From an optimization exercise on the open Yosys and OpenROAD flow, aimed at small area, a short achievable clock period and few clock cycles; shortcuts taken in it are not production practice.
At most, simulation tests tie the RTL to the original design; equivalence was not proved.
Power figures rest on the tool's default switching activity, not on a simulated workload.

## branch harbor
Design timer_event_queue_top, start of the top module:
module timer_event_queue_top #(
	parameter int QUEUE_DEPTH  = 16,
	parameter int HANDLE_WIDTH = 8,
	parameter int TIME_WIDTH   = 48
) (
	input  logic                    clk,
	input  logic                    arst_n,
	input  logic                    in_valid,
	output logic                    in_ready,
	input  logic [1:0]              mode,
	input  logic [TIME_WIDTH-1:0]   due_time,
	input  logic [HANDLE_WIDTH-1:0] event_handle,
	input  logic [TIME_WIDTH-1:0]   clock_reading,
	output logic                    out_valid,
	input  logic                    out_ready,
	output logic [2:0]              kind,
	output logic [HANDLE_WIDTH-1:0] fired_handle,
	output logic [TIME_WIDTH-1:0]   fire_time,
	output logic [TIME_WIDTH-1:0]   tick_gap,
	output logic [63:0]             total_elapsed,
	output logic                    last,
	input  logic                    cfg_valid,
	output logic                    cfg_ready,
	input  logic [TIME_WIDTH-1:0]   cfg_data
);
	localparam int TW = TIME_WIDTH;
	localparam int HW = HANDLE_WIDTH;
	localparam int QD = QUEUE_DEPTH;
	logic          s_v_q;
	logic [1:0]    s_mode_q;
	logic [TW-1:0] s_val_q;
	logic [HW-1:0] s_hdl_q;
  ...
Size in the first run: roughly 11000 cells after synthesis, about 1400 flip-flops, roughly 330 I/O pins.
==> flow/config.mk <==
export PLATFORM = sky130hd
export DESIGN_NAME = timer_event_queue_top
export DESIGN_NICKNAME = timer_event_queue_top
export VERILOG_FILES = /design/flow/design.v
export SDC_FILE = /design/flow/constraint.sdc
export NUM_CORES = 4
export LEC_CHECK = 0
export CAP_MARGIN = 35
export CORE_MARGIN = 2
export CORE_UTILIZATION = 35
export SLEW_MARGIN = 30
==> flow/constraint.sdc <==
create_clock -name core_clock -period 7.0 [get_ports {clk}]
set_input_delay 1.4000 -clock core_clock [delete_from_list [all_inputs] [get_ports {clk}]]
set_output_delay 1.4000 -clock core_clock [all_outputs]
set_load 0.01 [all_outputs]
run.sh (not shown) runs the stock make flow with config.mk's settings and CLKGATE_MAP_FILE= SYNTH_SCRIPT=/design/flow/synth_recipe.tcl, a recipe that flattens the netlist after the stock synthesis.
Here is what was changed in the inputs of branch juniper compared with branch harbor.
- TNS_END_PERCENT newly set to 0
- SETUP_SLACK_MARGIN newly set to 3.5
--- outcome ---
The lower number of clock buffers in the layout of branch harbor and branch juniper is in branch juniper.
Summary of branch juniper over branch harbor: sequential power now sits at about the same level; final critical-path required period now sits lower; sequential share of layout area now sits lower; worst clock skew now sits at about the same level; relative contribution of combinational cells to total power now sits higher.
Changes observed in branch juniper relative to branch harbor: length of routed wiring on met1 has increased, relative slew slack +1.5 points, worst setup slack shows an increase of 1.09 ns.
Compared with branch harbor, branch juniper shows part of the power in registers lower by 0.8 points.
No run of this note included a check of the RTL's function; only the layout flow was run.

---

## main
Another version of the RTL of timer_event_queue_top (not shown whole).
Size in the first run: ~11000 cells after synthesis, ~1400 flip-flops, ~330 I/O pins.
==> flow/config.mk <==
export PLATFORM = sky130hd
export DESIGN_NAME = timer_event_queue_top
export DESIGN_NICKNAME = timer_event_queue_top
export VERILOG_FILES = /design/flow/design.v
export SDC_FILE = /design/flow/constraint.sdc
export NUM_CORES = 4
export LEC_CHECK = 0
export CAP_MARGIN = 35
export CORE_MARGIN = 2
export CORE_UTILIZATION = 35
export SETUP_SLACK_MARGIN = 4
export SLEW_MARGIN = 30
export TNS_END_PERCENT = 0
==> flow/constraint.sdc <==
create_clock -name core_clock -period 7.0 [get_ports {clk}]
set_input_delay 1.4000 -clock core_clock [delete_from_list [all_inputs] [get_ports {clk}]]
set_output_delay 1.4000 -clock core_clock [all_outputs]
set_load 0.01 [all_outputs]
main finished every step from synthesis to the final layout, and the layout passed the timing, DRC and antenna checks.
Relative to main, the following input files were edited for the feature branch:
- swapping 4 for 4.5 in SETUP_SLACK_MARGIN
- swapping 35 for 45 in CORE_UTILIZATION
Compared the feature branch vs main, and switching power of the nets is up in the feature branch.
Per the comparison of the feature branch with main, global-route usage increased by 8.9 points relative to the old numbers; top achievable clock speed increased by 3.9% relative to the old numbers; worst setup slack increased by 0.16 ns relative to the old numbers; period utilization decreased by 2.3 points relative to the old numbers.
From main to the feature branch the numbers moved as follows: power attributed to sequential cells held steady, minimum clock period after layout shrank by 0.16 ns.
Proportion of power drawn by combinational gates: higher on the feature branch
Function was not checked in any run of this note: the RTL went through the layout flow alone.

---

Another version of the RTL of timer_event_queue_top (not shown whole).
Size: ~11,000 cells after synthesis, ~1,400 flip-flops, ~100,000 um2 of cells after synthesis.
make LEC_CHECK=0 CAP_MARGIN=20 CORE_MARGIN=2 CORE_UTILIZATION=45 SETUP_SLACK_MARGIN=4.5 SLEW_MARGIN=20 TNS_END_PERCENT=0 finish   # period 7.0 ns
The starting point produced a clean layout.
Testbench counts at the start, summed over its fixed seeds: cycles 10,994.
Change:
--- a/flow/config.mk
+++ b/flow/config.mk
@@ -10,2 +10,2 @@
-export CORE_UTILIZATION = 45
-export SETUP_SLACK_MARGIN = 4.5
+export CORE_UTILIZATION = 55
+export SETUP_SLACK_MARGIN = 5
Final cell count goes down by 4.7%.
Worst hold slack hardly moves.
Global-route usage goes up by 6.5 points.
Worst setup slack got worse by 0.12 ns.
Maximum frequency goes down by 2.9%.

-- afterwards: timing with drivers on the ports --
In the flow no input, the clock included, has a driving cell. The finished layouts below were timed again as built, in two steps.
Step 1 sets driving cells, clkbuf_16 on the clock port and buf_2 on the other inputs (assumed; they add their load-dependent delay and slew).
Step 2 adds t to the input delays and takes it off the output delays; t is the mean of the earliest and latest rising clock arrival at the registers after step 1. Input paths then give back, and output paths get back, about the clock's delay inside the block.
a / b / c = no drivers / after step 1 / after step 2; a / b = the first two.
run	t (ns)	setup WS [ns]	hold WS [ns]	pins driven straight from the clock port
branch harbor	0.952	1.172 / 1.172 / 0.494	0.467 / 0.452 / 0.467	1
branch juniper	0.935	2.266 / 1.942 / 1.006	0.473 / 0.459 / 0.473	1
main	0.955	2.794 / 2.794 / 2.092	0.418 / 0.418 / 0.418	1
the feature branch	0.944	2.952 / 2.952 / 2.231	0.419 / 0.419 / 0.419	1
the first run of note 3	0.947	3.068 / 3.068 / 2.274	0.416 / 0.416 / 0.416	1
the second run of note 3	0.938	2.951 / 2.951 / 2.151	0.416 / 0.416 / 0.416	1
After both steps setup and hold are still met in every run listed. The setup slack of branch juniper, which loses most, moves by -0.324 ns with the drivers and by -1.260 ns with both steps.
